Background: an optimization exercise with open tools, aiming at small area. Do not read the settings as production practice.
In this exercise RTL edits were held to simulation tests only and were not proved equivalent to the original.
Power is estimated from default activity; no workload was simulated.

===== config.mk =====
export PLATFORM = sky130hd
export DESIGN_NAME = imu_tilt_and_gyro_rate_core
export DESIGN_NICKNAME = imu_tilt_and_gyro_rate_core
export VERILOG_FILES = /design/flow/design.v
export SDC_FILE = /design/flow/constraint.sdc
export NUM_CORES = 4
export LEC_CHECK = 0
export CAP_MARGIN = 20
export CORE_MARGIN = 2
export CORE_UTILIZATION = 40
export SLEW_MARGIN = 20

===== constraint.sdc =====
create_clock -name core_clock -period 11.0 [get_ports {clk}]
set_input_delay 2.2000 -clock core_clock [delete_from_list [all_inputs] [get_ports {clk}]]
set_output_delay 2.2000 -clock core_clock [all_outputs]
set_load 0.01 [all_outputs]

===== run.sh =====
#!/bin/bash
# synth_recipe.tcl (not shown) runs the flow's synth.tcl, then flattens the netlist and writes it again
# the make line also repeats each setting of config.mk as NAME=value (left out here)
make -C /OpenROAD-flow-scripts/flow DESIGN_CONFIG=/design/flow/config.mk WORK_HOME=/design/flow/orfs CLKGATE_MAP_FILE= SYNTH_SCRIPT=/design/flow/synth_recipe.tcl finish

===== design.v =====
`default_nettype none
package itgr_pkg;
    localparam logic [4:0] P_IDLE  = 5'd0;
    localparam logic [4:0] P_ZERO  = 5'd1;
    localparam logic [4:0] P_CSUM  = 5'd2;
    localparam logic [4:0] P_DLOAD = 5'd3;
    localparam logic [4:0] P_DIV   = 5'd4;
    localparam logic [4:0] P_BWR   = 5'd5;
    localparam logic [4:0] P_SQ    = 5'd6;
    localparam logic [4:0] P_SQRT  = 5'd7;
    localparam logic [4:0] P_CLOAD = 5'd8;
    localparam logic [4:0] P_CORD  = 5'd9;
    localparam logic [4:0] P_SCALE = 5'd10;
    localparam logic [4:0] P_FINAL = 5'd11;
    localparam logic [4:0] P_RD    = 5'd12;
    localparam logic [4:0] P_RM    = 5'd13;
    localparam logic [4:0] P_RF    = 5'd14;
    localparam logic [4:0] P_ACC   = 5'd15;
endpackage
`default_nettype wire
`default_nettype none
module itgr_cordic (
    input  wire logic [3:0] step,
    input  wire logic [4:0] bit_idx,
    output logic            tab_bit
);
    logic [25:0] tab_raw;
    always_comb
    begin
        case (step)
            4'd0:   tab_raw = 26'd47185920;
            4'd1:   tab_raw = 26'd27855475;
            4'd2:   tab_raw = 26'd14718068;
            4'd3:   tab_raw = 26'd7471121;
            4'd4:   tab_raw = 26'd3750058;
            4'd5:   tab_raw = 26'd1876857;
            4'd6:   tab_raw = 26'd938658;
            4'd7:   tab_raw = 26'd469357;
            4'd8:   tab_raw = 26'd234682;
            4'd9:   tab_raw = 26'd117342;
            4'd10:  tab_raw = 26'd58671;
            4'd11:  tab_raw = 26'd29335;
            4'd12:  tab_raw = 26'd14668;
            4'd13:  tab_raw = 26'd7334;
            4'd14:  tab_raw = 26'd3667;
            default: tab_raw = 26'd1833;
        endcase
    end
    assign tab_bit = (bit_idx < 5'd26) ? tab_raw[bit_idx] : 1'b0;
endmodule
`default_nettype wire
`default_nettype none
import itgr_pkg::*;
module imu_tilt_and_gyro_rate_core (
    input  wire logic         clk,
    input  wire logic         rst_n,
    input  wire logic         s_tvalid,
    output logic              s_tready,
    input  wire logic [95:0]  s_tdata,
    input  wire logic [1:0]   s_tuser,
    output logic              m_tvalid,
    input  wire logic         m_tready,
    output logic [103:0]      m_tdata,
    output logic [2:0]        m_tuser,
    input  wire logic         cfg_valid,
    output logic              cfg_ready,
    input  wire logic [1:0]   cfg_index,
    input  wire logic [9:0]   cfg_data
);
    logic [4:0]  ph;
    logic [5:0]  j;
    logic [4:0]  k;
    logic [1:0]  m;
    logic        pr;           
    logic [7:0]  calib_reg;
    logic [9:0]  gain_reg;
    logic [7:0]  count_reg;
    logic        flag_reg;
    logic        szero, bzero;
    logic        m_tvalid_reg;
    logic [2:0]  user_reg;
    logic [23:0] sum0, sum1, sum2;
    logic [20:0] bia0, bia1, bia2;
    logic [31:0] ra, rb, rc;
    logic [23:0] rq;
    logic [15:0] f_roll;
    logic [14:0] f_pitch;
    logic [23:0] f_r0, f_r1, f_r2;
    logic        c0, c1, c2;           
    logic [1:0]  c3;                   
    logic        seen0, seen1;         
    logic        d1, d2;               
    logic        xneg, yneg, ynz, ynz_acc, zneg, rneg;
    logic        dneg, bsign;
    logic        gt;
    logic        lownz, b23, hi;
    logic [7:0]  rem;
    logic [9:0]  macc;
    logic signed [15:0] ax, ay, az;
    logic [15:0] gsel;
    logic [7:0]  target;
    assign ax = s_tdata[15:0];
    assign ay = s_tdata[31:16];
    assign az = s_tdata[47:32];
    assign target = (calib_reg == 8'd0) ? 8'd1 : calib_reg;
    always_comb
    begin
        case (m)
            2'd0:    gsel = s_tdata[63:48];
            2'd1:    gsel = s_tdata[79:64];
            default: gsel = s_tdata[95:80];
        endcase
    end
    function automatic logic shbit(input logic [15:0] w, input logic [5:0] jj, input logic [5:0] sh);
        logic [5:0] d;
        d = jj - sh;
        if (jj < sh)
            shbit = 1'b0;
        else if (d > 6'd15)
            shbit = w[15];
        else
            shbit = w[d[3:0]];
    endfunction
    logic [23:0] sum_sel;
    logic [20:0] bia_sel;
    always_comb
    begin
        case (m)
            2'd0:    begin sum_sel = sum0; bia_sel = bia0; end
            2'd1:    begin sum_sel = sum1; bia_sel = bia1; end
            default: begin sum_sel = sum2; bia_sel = bia2; end
        endcase
    end
    logic [23:0] f_rsel;
    always_comb
    begin
        case (m)
            2'd0:    f_rsel = f_r0;
            2'd1:    f_rsel = f_r1;
            default: f_rsel = f_r2;
        endcase
    end
    logic ysp, xsp, ypos, fsp, spneg;
    logic [15:0] kconst, cconst;
    localparam logic [31:0] Z180P = 32'd188743680;
    localparam logic [31:0] Z180N = 32'd0 - 32'd188743680;
    logic sn0, sn1;
    assign sn0 = (j == 6'd0) ? 1'b0 : seen0;
    assign sn1 = (j == 6'd0) ? 1'b0 : seen1;
    always_comb
    begin
        if (!pr)
        begin
            ysp  = (ax == 16'sd0);
            xsp  = (rq == 24'd0);
            ypos = ax[15];
        end
        else
        begin
            ysp  = (ay == 16'sd0);
            xsp  = (az == 16'sd0);
            ypos = !ay[15];
        end
        fsp    = ysp || xsp;
        spneg  = !ysp && !ypos;
        kconst = ysp ? ((pr && az[15]) ? 16'd18000 : 16'd0) : 16'd9000;
        cconst = pr ? 16'd18000 : 16'd9000;
    end
    logic tab_bit;
    itgr_cordic u_tab (
        .step    (k[3:0]),
        .bit_idx (j[4:0]),
        .tab_bit (tab_bit)
    );
    logic [5:0] jlast;
    always_comb
    begin
        case (ph)
            P_ZERO:  jlast = 6'd23;
            P_CSUM:  jlast = 6'd23;
            P_DIV:   jlast = 6'd30;
            P_BWR:   jlast = 6'd48;
            P_SCALE: jlast = 6'd36;
            P_FINAL: jlast = pr ? 6'd15 : 6'd14;
            P_RM:    jlast = 6'd35;
            P_RF:    jlast = 6'd23;
            default: jlast = 6'd31;
        endcase
    end
    logic jend;
    assign jend = (j == jlast);
    assign s_tready  = (ph == P_ACC);
    assign cfg_ready = 1'b1;
    assign m_tvalid  = m_tvalid_reg;
    assign m_tuser   = user_reg;
    assign m_tdata   = {flag_reg, f_r2, f_r1, f_r0, f_pitch, f_roll};
    function automatic logic [1:0] fadd(input logic a, input logic b, input logic c);
        fadd = {(a & b) | (a & c) | (b & c), a ^ b ^ c};
    endfunction
    logic [1:0] s_rm, s_csum, s_dload, s_sq, s_sqrt, s_x, s_y, s_z, s_rd, s_rr;
    logic [2:0] s3;
    logic       b_csum, b_sq_op, b_sq_a, sq_abit, sq_inv;
    logic       sqrt_s, sqrt_rsh, sqrt_t;
    logic       tapx, tapy, dir, opx, opy, opz, cin;
    logic       ld_xsrc, ld_ysrc, ld_xneg, ld_yneg, ld_x, ld_y, ld_z;
    logic       sc_c, sc_t2, sc_t5, sc_t6, sc_p, sc_m, sc_r;
    logic       fin_v, fin_o;
    logic       rd_b;
    logic       rm_d, rm_m, rm_r;
    logic [10:0] rm_t;
    logic       rf_v;
    logic       dl_s, dl_h;
    logic [8:0] dv_sh;
    logic       dv_ge;
    logic       bw_v;
    logic [15:0] sq_a;
    always_comb
    begin
        b_csum = szero ? 1'b0 : sum_sel[0];
        s_csum = fadd(b_csum, gsel[(j > 6'd15) ? 4'd15 : j[3:0]], (j == 6'd0) ? 1'b0 : c0);
        dl_s = (j >= 6'd4 && j <= 6'd27) ? (sum_sel[0] ^ (dneg & seen0)) : 1'b0;
        dl_h = (j < 6'd7) ? target[j[2:0] + 3'd1] : 1'b0;
        s_dload = fadd(dl_s, dl_h, (j == 6'd0) ? 1'b0 : c0);
        dv_sh = {rem, rb[0]};
        dv_ge = (dv_sh >= {1'b0, target});
        bw_v = rb[0] ^ (dneg & seen0);
        sq_a    = m[0] ? az : ay;
        sq_abit = sq_a[k[3:0]];
        sq_inv  = (k == 5'd15);
        b_sq_a  = (m == 2'd0 && k == 5'd0) ? 1'b0 : ra[0];
        b_sq_op = sq_abit & (sq_inv ^ shbit(sq_a, j, {1'b0, k}));
        s_sq    = fadd(b_sq_a, b_sq_op, (j == 6'd0) ? (sq_abit & sq_inv) : c0);
        sqrt_s   = (k < 5'd16) ? ra[30] : 1'b0;
        sqrt_rsh = (j < 6'd2) ? sqrt_s : ((k == 5'd0) ? 1'b0 : d2);
        if (j == 6'd0)
            sqrt_t = 1'b1;
        else if (j == 6'd1)
            sqrt_t = rneg;
        else if (j < 6'd26)
            sqrt_t = rq[j - 6'd2];
        else
            sqrt_t = 1'b0;
        s_sqrt = fadd(sqrt_rsh, rneg ? sqrt_t : ~sqrt_t, (j == 6'd0) ? ~rneg : c0);
        if (!pr)
        begin
            ld_xsrc = (j < 6'd24) ? rq[j[4:0]] : 1'b0;
            ld_xneg = 1'b0;
            ld_ysrc = shbit(ax, j, 6'd8);
            ld_yneg = 1'b1;
            ld_z    = 1'b0;
        end
        else
        begin
            ld_xsrc = shbit(az, j, 6'd8);
            ld_xneg = az[15];
            ld_ysrc = shbit(ay, j, 6'd8);
            ld_yneg = az[15];
            if (!az[15])
                ld_z = 1'b0;
            else if (!ay[15])
                ld_z = Z180P[j[4:0]];
            else
                ld_z = Z180N[j[4:0]];
        end
        ld_x = ld_xsrc ^ (ld_xneg & sn0);
        ld_y = ld_ysrc ^ (ld_yneg & sn1);
        dir  = !yneg && ynz;
        tapy = ({1'b0, j} + {1'b0, k} > 7'd31) ? yneg : rc[k[3:0]];
        tapx = ({1'b0, j} + {1'b0, k} > 7'd31) ? xneg : rb[k[3:0]];
        opx  = dir ? tapy : ~tapy;
        opy  = dir ? ~tapx : tapx;
        opz  = dir ? tab_bit : ~tab_bit;
        s_x  = fadd(rb[0], opx, (j == 6'd0) ? ~dir : c0);
        s_y  = fadd(rc[0], opy, (j == 6'd0) ? dir : c1);
        s_z  = fadd(ra[0], opz, (j == 6'd0) ? ~dir : c2);
        sc_t2 = (j < 6'd2) ? 1'b0 : (j > 6'd33) ? zneg : ra[30];
        sc_t5 = (j < 6'd5) ? 1'b0 : (j > 6'd36) ? zneg : ra[27];
        sc_t6 = (j < 6'd6) ? 1'b0 : ra[26];
        s3    = {2'b00, sc_t2} + {2'b00, sc_t5} + {2'b00, sc_t6} + {1'b0, (j == 6'd0) ? 2'b00 : c3};
        sc_p  = s3[0];
        sc_m  = sc_p ^ (zneg & sn0);
        s_rr  = fadd(sc_m, (j == 6'd19), (j == 6'd0) ? 1'b0 : c0);
        sc_r  = s_rr[0];
        sc_c  = (j >= 6'd20 && j < 6'd36) ? cconst[4'(j - 6'd20)] : 1'b0;
        if (fsp)
            fin_v = kconst[j[3:0]];
        else if (gt)
            fin_v = cconst[j[3:0]];
        else
            fin_v = pr ? f_roll[0] : f_pitch[0];
        if (j[3:0] == 4'd15)
            fin_v = 1'b0;
        fin_o = fin_v ^ ((fsp ? spneg : zneg) & sn0);
        rd_b = bzero ? 1'b0 : ((j <= 6'd20) ? bia_sel[0] : bsign);
        s_rd = fadd(shbit(gsel, j, 6'd4), ~rd_b, (j == 6'd0) ? 1'b1 : c0);
        rm_d = (j < 6'd32) ? rb[0] : 1'b0;
        rm_m = (j < 6'd32) ? (rm_d ^ (dneg & sn0)) : 1'b0;
        rm_t = {1'b0, (j == 6'd0) ? 10'd0 : macc} + (rm_m ? {1'b0, gain_reg} : 11'd0);
        s_rm = fadd(rm_t[0], (j == 6'd3), (j == 6'd0) ? 1'b0 : c1);
        rm_r = s_rm[0];
        if (dneg ? (hi || (b23 && lownz)) : (hi || b23))
            rf_v = dneg ? (j == 6'd23) : (j != 6'd23);
        else
            rf_v = f_rsel[0] ^ (dneg & sn0);
    end
    always_ff @(posedge clk or negedge rst_n)
    begin
        if (!rst_n)
        begin
            ph           <= P_IDLE;
            j            <= '0;
            k            <= '0;
            m            <= '0;
            pr           <= 1'b0;
            calib_reg    <= 8'd60;
            gain_reg     <= 10'd70;
            count_reg    <= '0;
            flag_reg     <= 1'b0;
            szero        <= 1'b1;
            bzero        <= 1'b1;
            m_tvalid_reg <= 1'b0;
        end
        else
        begin
            if (cfg_valid)
            begin
                if (cfg_index == 2'd0)
                    calib_reg <= cfg_data[7:0];
                else if (cfg_index == 2'd1)
                    gain_reg <= cfg_data;
            end
            if (ph == P_ACC)
                m_tvalid_reg <= 1'b1;
            else if (m_tready)
                m_tvalid_reg <= 1'b0;
            if (ph == P_IDLE)
                j <= '0;
            else
                j <= jend ? 6'd0 : j + 6'd1;
            unique case (ph)
                P_IDLE:
                begin
                    m  <= '0;
                    k  <= '0;
                    pr <= 1'b0;
                    if (s_tvalid && !m_tvalid_reg)
                    begin
                        case (s_tuser)
                            2'd1: ph <= P_SQ;
                            2'd0:
                            begin
                                ph <= P_ZERO;
                                if (count_reg < target)
                                    count_reg <= count_reg + 8'd1;
                            end
                            2'd2:
                            begin
                                ph        <= P_ZERO;
                                szero     <= 1'b1;
                                bzero     <= 1'b1;
                                count_reg <= '0;
                                flag_reg  <= 1'b0;
                            end
                            default: ph <= P_ZERO;
                        endcase
                    end
                end
                P_ZERO:
                    if (jend)
                        ph <= (s_tuser == 2'd0 && user_reg != 3'd4) ? P_CSUM : P_ACC;
                P_CSUM:
                    if (jend)
                    begin
                        m <= m + 2'd1;
                        if (m == 2'd2)
                        begin
                            szero <= 1'b0;
                            m     <= '0;
                            ph    <= (count_reg == target) ? P_DLOAD : P_ACC;
                        end
                    end
                P_DLOAD:
                    if (jend)
                    begin
                        ph <= P_DIV;
                        k  <= '0;
                    end
                P_DIV:
                    if (jend)
                    begin
                        k <= k + 5'd1;
                        if (k == 5'd27)
                            ph <= P_BWR;
                    end
                P_BWR:
                    if (jend)
                    begin
                        m <= m + 2'd1;
                        if (m == 2'd2)
                        begin
                            bzero    <= 1'b0;
                            flag_reg <= 1'b1;
                            ph       <= P_ACC;
                        end
                        else
                            ph <= P_DLOAD;
                    end
                P_SQ:
                    if (jend)
                    begin
                        k <= k + 5'd1;
                        if (k == 5'd15)
                        begin
                            k <= '0;
                            m <= m + 2'd1;
                            if (m == 2'd1)
                                ph <= P_SQRT;
                        end
                    end
                P_SQRT:
                    if (jend)
                    begin
                        k <= k + 5'd1;
                        if (k == 5'd23)
                            ph <= P_CLOAD;
                    end
                P_CLOAD:
                    if (jend)
                    begin
                        ph <= P_CORD;
                        k  <= '0;
                    end
                P_CORD:
                    if (jend)
                    begin
                        k <= k + 5'd1;
                        if (k == 5'd15)
                            ph <= P_SCALE;
                    end
                P_SCALE:
                    if (jend)
                        ph <= P_FINAL;
                P_FINAL:
                    if (jend)
                    begin
                        pr <= 1'b1;
                        m  <= '0;
                        ph <= pr ? P_RD : P_CLOAD;
                    end
                P_RD:
                    if (jend)
                        ph <= P_RM;
                P_RM:
                    if (jend)
                        ph <= P_RF;
                P_RF:
                    if (jend)
                    begin
                        m <= m + 2'd1;
                        ph <= (m == 2'd2) ? P_ACC : P_RD;
                    end
                P_ACC:
                    ph <= P_IDLE;
                default:
                    ph <= P_IDLE;
            endcase
        end
    end
    always_ff @(posedge clk)
    begin
        unique case (ph)
            P_IDLE:
            begin
                rneg <= 1'b0;
                rq   <= '0;
                if (s_tvalid && !m_tvalid_reg)
                begin
                    case (s_tuser)
                        2'd1: user_reg <= 3'd2;
                        2'd0:
                        begin
                            if (count_reg >= target)
                                user_reg <= 3'd4;
                            else if (count_reg + 8'd1 == target)
                                user_reg <= 3'd1;
                            else
                                user_reg <= 3'd0;
                        end
                        2'd2:    user_reg <= 3'd3;
                        default: user_reg <= 3'd4;
                    endcase
                end
            end
            P_ZERO:
            begin
                f_roll  <= {1'b0, f_roll[15:1]};
                f_pitch <= {1'b0, f_pitch[14:1]};
                f_r0    <= {1'b0, f_r0[23:1]};
                f_r1    <= {1'b0, f_r1[23:1]};
                f_r2    <= {1'b0, f_r2[23:1]};
            end
            P_CSUM:
            begin
                c0 <= s_csum[1];
                case (m)
                    2'd0:    sum0 <= {s_csum[0], sum0[23:1]};
                    2'd1:    sum1 <= {s_csum[0], sum1[23:1]};
                    default: sum2 <= {s_csum[0], sum2[23:1]};
                endcase
            end
            P_DLOAD:
            begin
                c0 <= s_dload[1];
                rb <= {s_dload[0], rb[31:1]};
                if (j == 6'd0)
                begin
                    dneg  <= sum_sel[23];
                    seen0 <= 1'b0;
                    rem   <= '0;
                end
                if (j >= 6'd4 && j <= 6'd27)
                begin
                    seen0 <= seen0 | sum_sel[0];
                    case (m)
                        2'd0:    sum0 <= {sum0[0], sum0[23:1]};
                        2'd1:    sum1 <= {sum1[0], sum1[23:1]};
                        default: sum2 <= {sum2[0], sum2[23:1]};
                    endcase
                end
            end
            P_DIV:
            begin
                if (j == 6'd27)
                begin
                    rb  <= {dv_ge, rb[31:1]};
                    rem <= dv_ge ? 8'(dv_sh - {1'b0, target}) : dv_sh[7:0];
                end
                else
                    rb <= {rb[0], rb[31:1]};
                seen0 <= 1'b0;
            end
            P_BWR:
            begin
                rb <= {rb[0], rb[31:1]};
                if (j >= 6'd28)
                begin
                    seen0 <= seen0 | rb[0];
                    case (m)
                        2'd0:    bia0 <= {bw_v, bia0[20:1]};
                        2'd1:    bia1 <= {bw_v, bia1[20:1]};
                        default: bia2 <= {bw_v, bia2[20:1]};
                    endcase
                end
            end
            P_SQ:
            begin
                c0 <= s_sq[1];
                ra <= {s_sq[0], ra[31:1]};
            end
            P_SQRT:
            begin
                c0 <= s_sqrt[1];
                rb <= {s_sqrt[0], rb[31:1]};
                d1 <= rb[0];
                d2 <= d1;
                if (j < 6'd30)
                    ra <= {ra[0], ra[31:1]};
                if (j == 6'd31)
                begin
                    rneg <= s_sqrt[0];
                    rq   <= {rq[22:0], ~s_sqrt[0]};
                end
            end
            P_CLOAD:
            begin
                if (j == 6'd0)
                begin
                    seen0   <= ld_xsrc;
                    seen1   <= ld_ysrc;
                    ynz_acc <= ld_y;
                end
                else
                begin
                    seen0   <= seen0 | ld_xsrc;
                    seen1   <= seen1 | ld_ysrc;
                    ynz_acc <= ynz_acc | ld_y;
                end
                rb <= {ld_x, rb[31:1]};
                rc <= {ld_y, rc[31:1]};
                ra <= {ld_z, ra[31:1]};
                if (j == 6'd31)
                begin
                    xneg <= ld_x;
                    yneg <= ld_y;
                    zneg <= ld_z;
                    ynz  <= ynz_acc | ld_y;
                end
            end
            P_CORD:
            begin
                c0 <= s_x[1];
                c1 <= s_y[1];
                c2 <= s_z[1];
                rb <= {s_x[0], rb[31:1]};
                rc <= {s_y[0], rc[31:1]};
                ra <= {s_z[0], ra[31:1]};
                ynz_acc <= (j == 6'd0) ? s_y[0] : (ynz_acc | s_y[0]);
                if (j == 6'd31)
                begin
                    xneg <= s_x[0];
                    yneg <= s_y[0];
                    zneg <= s_z[0];
                    ynz  <= ynz_acc | s_y[0];
                end
            end
            P_SCALE:
            begin
                ra <= {ra[0], ra[31:1]};
                c3 <= s3[2:1];
                c0 <= s_rr[1];
                seen0 <= (j == 6'd0) ? sc_p : (seen0 | sc_p);
                if (j >= 6'd20)
                    gt <= (sc_r & ~sc_c) | (~(sc_r ^ sc_c) & ((j == 6'd20) ? 1'b0 : gt));
                if (j >= 6'd20 && j < 6'd36 && pr)
                    f_roll <= {sc_r, f_roll[15:1]};
                if (j >= 6'd20 && j < 6'd35 && !pr)
                    f_pitch <= {sc_r, f_pitch[14:1]};
            end
            P_FINAL:
            begin
                seen0 <= (j == 6'd0) ? fin_v : (seen0 | fin_v);
                if (pr)
                    f_roll <= {fin_o, f_roll[15:1]};
                else
                    f_pitch <= {fin_o, f_pitch[14:1]};
            end
            P_RD:
            begin
                c0 <= s_rd[1];
                rb <= {s_rd[0], rb[31:1]};
                if (j == 6'd20)
                    bsign <= bia_sel[0];
                if (j <= 6'd20)
                begin
                    case (m)
                        2'd0:    bia0 <= {bia0[0], bia0[20:1]};
                        2'd1:    bia1 <= {bia1[0], bia1[20:1]};
                        default: bia2 <= {bia2[0], bia2[20:1]};
                    endcase
                end
                if (j == 6'd31)
                    dneg <= s_rd[0];
            end
            P_RM:
            begin
                rb   <= {rb[0], rb[31:1]};
                macc <= rm_t[10:1];
                c1   <= s_rm[1];
                seen0 <= (j == 6'd0) ? rm_d : (seen0 | rm_d);
                if (j >= 6'd4 && j <= 6'd27)
                begin
                    case (m)
                        2'd0:    f_r0 <= {rm_r, f_r0[23:1]};
                        2'd1:    f_r1 <= {rm_r, f_r1[23:1]};
                        default: f_r2 <= {rm_r, f_r2[23:1]};
                    endcase
                end
                if (j == 6'd4)
                    lownz <= rm_r;
                else if (j > 6'd4 && j <= 6'd26)
                    lownz <= lownz | rm_r;
                if (j == 6'd27)
                    b23 <= rm_r;
                if (j == 6'd28)
                    hi <= rm_r;
                else if (j > 6'd28)
                    hi <= hi | rm_r;
            end
            P_RF:
            begin
                seen0 <= (j == 6'd0) ? f_rsel[0] : (seen0 | f_rsel[0]);
                case (m)
                    2'd0:    f_r0 <= {rf_v, f_r0[23:1]};
                    2'd1:    f_r1 <= {rf_v, f_r1[23:1]};
                    default: f_r2 <= {rf_v, f_r2[23:1]};
                endcase
            end
            default:
            begin
            end
        endcase
    end
endmodule
`default_nettype wire

==> reports/results.txt <==
total design power: 3.76 mW
met2 wire len: 26.2 mm
layout cell share with drive strength beyond 1: 12.0%
critical path class: flip-flop to flip-flop
peak supply drop: 0.130 mV
hold_sp: ra[4]
grt ovf: 0
Total Wirelength: 58.1 mm
final-report setup violation count: 0
Req. time, crit path: 11430 ps
area share of the largest cell type after synthesis: 53.9%
Setup Skew: 46.6 ps
clock buffer depth: 3
P_sw: 0.801 mW
top routing layer used: met4
Cell Rows: 86
DR iter-0 viols: 1333
Slew Limit Headroom: 27.7%
Clock Latency Late Sink: 600 ps
total number of vias: 15.1k
antenna-violating nets left: 0
pre-CTS setup slack: 5540 ps
# DRC: 0
clock sink count: 448
P_int: 2.95 mW
top post-synthesis cells by count: edfxtp_1, nand2_1, nor2_1
area leader, netlist: edfxtp_1
Slew @ Worst Pin: 1080 ps
leakage power: 9.36 nW
starting density of the core: 40.5%
htree depth: 2
reg2reg path depth: 15
Worst EP arrival: 5460 ps
synth top area cells: edfxtp_1, mux4_2, dfrtp_1
DIE HEIGHT: 240 um
clock share of power: 44.6%
PwrDens: 139 mW/mm^2
Main synth FF type: edfxtp_1
I/O Buffers: 223
Placer Congestion: 0.910
hold endpoint: ra[3]
Pins Over Slew Limit: 0
Max Fclk: 0.199 GHz
Mapped Area: 0.0223 sq mm
CTS clk-pin slew, worst paths: 60 ps
number of global-route vias before repair: 15.0k
final hold vios: 0
antenna diode count: 0
min cycle time layout: 5030 ps
Comb pwr share: 4.8%
cts bufs inserted: 47
All-Layer GR Usage: 20.1%
ys async rst share: 10.7%
M1 WL: 26.2 mm
Min-Delay Path Class: flip-flop to flip-flop
Fillers: 4890
CTS tree: yes
initial antenna violation count: 0
sw frac: 21.3%
CP endpoint kind: flip-flop
Area Overhead vs Synth: 20.9%
Via density: 5.62
met3 WL: 4.28 mm
area occupied by multi-input gates: 0.00840 sq mm
Yosys reg bits: 448
NumNets Final: 2112
CTS Hold Buffers Added: 0
setup ws final: 5970 ps
Die ar.: 0.0576 sq mm
distinct cell type count after synthesis: 91
Min-Delay Path Depth: 0
Worst R2R Setup Slack: 5970 ps
Regs by FF count: ra (32), rb (32), rc (32)
PostCTS Resize Cnt: 0
num ports: 225
number of max-cap violations: 0
largest net degree at the start of global routing: 65
Final HPWL DP: 40.1 mm
Period Utilization, post-route: 45.7%
global-route wire length before repair: 89.4 mm
status: timing/DRC/antenna clean
worst r2r dst: macc[8]
Post-synth EDFFs: 400
crit start category: flip-flop
Storage cell area: 0.0132 sq mm
Flop pwr share: 50.6%
count leader, synth: edfxtp_1
FF-to-FF Start: j[1]
sequential area share after synthesis: 59.3%
Horiz. Die Dim: 240 um
YS warnings: 2
postcts setup bufs: 0
drt wl/cell: 21.6 um
Pre-antenna DRT Iters: 7
gate count of the mapped netlist: 1694
TNS Setup: 0 ps
syn_nets: 1899
crit-path max FO: 21
Core Box Area: 0.0551 sq mm
Mapped Avg Cell Area: 13.2 sq um
RSZ-0062 raised after global routing: false
CTS Root Cell: clkbuf_16
[stage by stage]
step,hold WS (ps),std cells,utilization (%),instance area [sq um]
6_report,386,2692,48.9,27000
3_3_place_gp,401,2606,45.9,25300
4_1_cts,379,2692,48.9,26900
2_1_floorplan,400,1694,-,22300
3_5_place_dp,405,2606,45.9,25300
5_1_grt,399,2692,48.9,27000
[layout make-up]
class	count	area share, %
Clock buffer	54	4.54
Clock inverter	32	1.64
Inverter	75	1.04
Multi-Input combinational cell	1083	31.2
Sequential cell	448	49.1
Tap cell	748	3.47
Timing Repair Buffer	252	9.07
[power groups by stage]
stage                     Combinational (mW)  Sequential (mW)  Clock (mW)
final                                  0.180             1.90        1.68
after global routing                   0.197             1.90        1.79
after CTS                              0.179             1.90        1.72
after detailed placement               0.178             1.94           0
after global placement                 0.175             1.94           0
after floorplan                       0.0980             1.93           0
[worst max-delay path by stage]
stage                 from      end  slack, ps  depth (start not counted)
3_5_place_dp   s_tdata[31]   ra[31]       5540                         10
6_report              j[1]  macc[8]       5970                         15
2_1_floorplan  s_tdata[46]   ra[31]       6490                          9
4_1_cts               j[1]  macc[8]       5880                         15
3_3_place_gp   s_tdata[31]   ra[31]       5580                         10
5_1_grt               j[1]  macc[7]       5400                         16
[layer usage]
| metal | vias up | GRT usage (%) |
|---|---|---|
| met5 | - | 0 |
| met4 | 0 | 5.95 |
| met3 | 84 | 3.66 |
| met2 | 553 | 30.9 |
| met1 | 7581 | 29.1 |
| li1 | 6907 | - |
[cell usage in the layout, fill, tap and decap left out, types with 9 or more instances in the layout]
cell type and count:
fa_1 16, nand3_1 39, mux2_2 16, a21o_1 15, clkdlybuf4s50_1 222, and3_1 17
nand2_1 116, mux4_2 61, nand4_1 14, nor2_1 103, xnor2_1 20, o21a_1 11
a22o_1 16, dfrtp_1 36, nor2b_1 19, o211ai_1 21, buf_4 29, xor2_1 14
and2_1 55, o31ai_1 11, edfxtp_1 400, mux2i_1 27, clkbuf_16 47, inv_1 67
a211oi_1 17, o21ai_0 79, dfstp_2 9, a21oi_1 84, nor4_1 29, a22oi_1 10
nand2b_1 20, nor3_1 25, ha_1 74
[worst max-delay path, cell delays in order (launching register included)]
cell and delay [ps]:
dfrtp_2 620, inv_2 380, ha_1 390, and3_1 560, o21ai_0 170, a21oi_1 700, nand2_1 230, inv_1 100
ha_1 230, a21o_1 150, a21oi_1 220, o21ai_0 120, a21oi_1 230, o21ai_0 230, or4_1 450, nand3_1 90
[kinds of logic (layout without fill, tap and decap cells)]
group	after synthesis	count (layout)	synth area share [%]
AOI/OAI and AO/OA	375	375	11.3
and+or+nand+nor	476	476	10.9
adders and majority gates	90	90	5.59
DFF	448	448	59.3
buffers and inverters	163	413	3.11
muxes	107	107	8.35
xor gates and xnor gates	34	34	1.34
other	1	1	0.0168

==> separate check: timing with driven ports <==
How much do the figures lean on ideal ports? The routed layout below was timed once more, with nothing changed but the port constraints. Step 1 assumes that a clkbuf_16 drives the clock port and a buf_2 every other input. Step 2 times the ports against the registers' clock, not the clock port: input delays grow and output delays shrink by t, the midpoint of the rising clock arrivals with the driver on. Slacks: ideal / step 1 / step 2; pairs: ideal / step 1.
t (ns): 0.637
setup WS [ns]: 5.970 / 5.970 / 5.517
worst data-port slew with drivers (ns): 0.05
pins driven straight from the clock port: 1
After both steps this run still meets setup and hold. For this run, drivers alone change the setup slack by 0.000 ns; drivers and shift together by -0.453 ns.
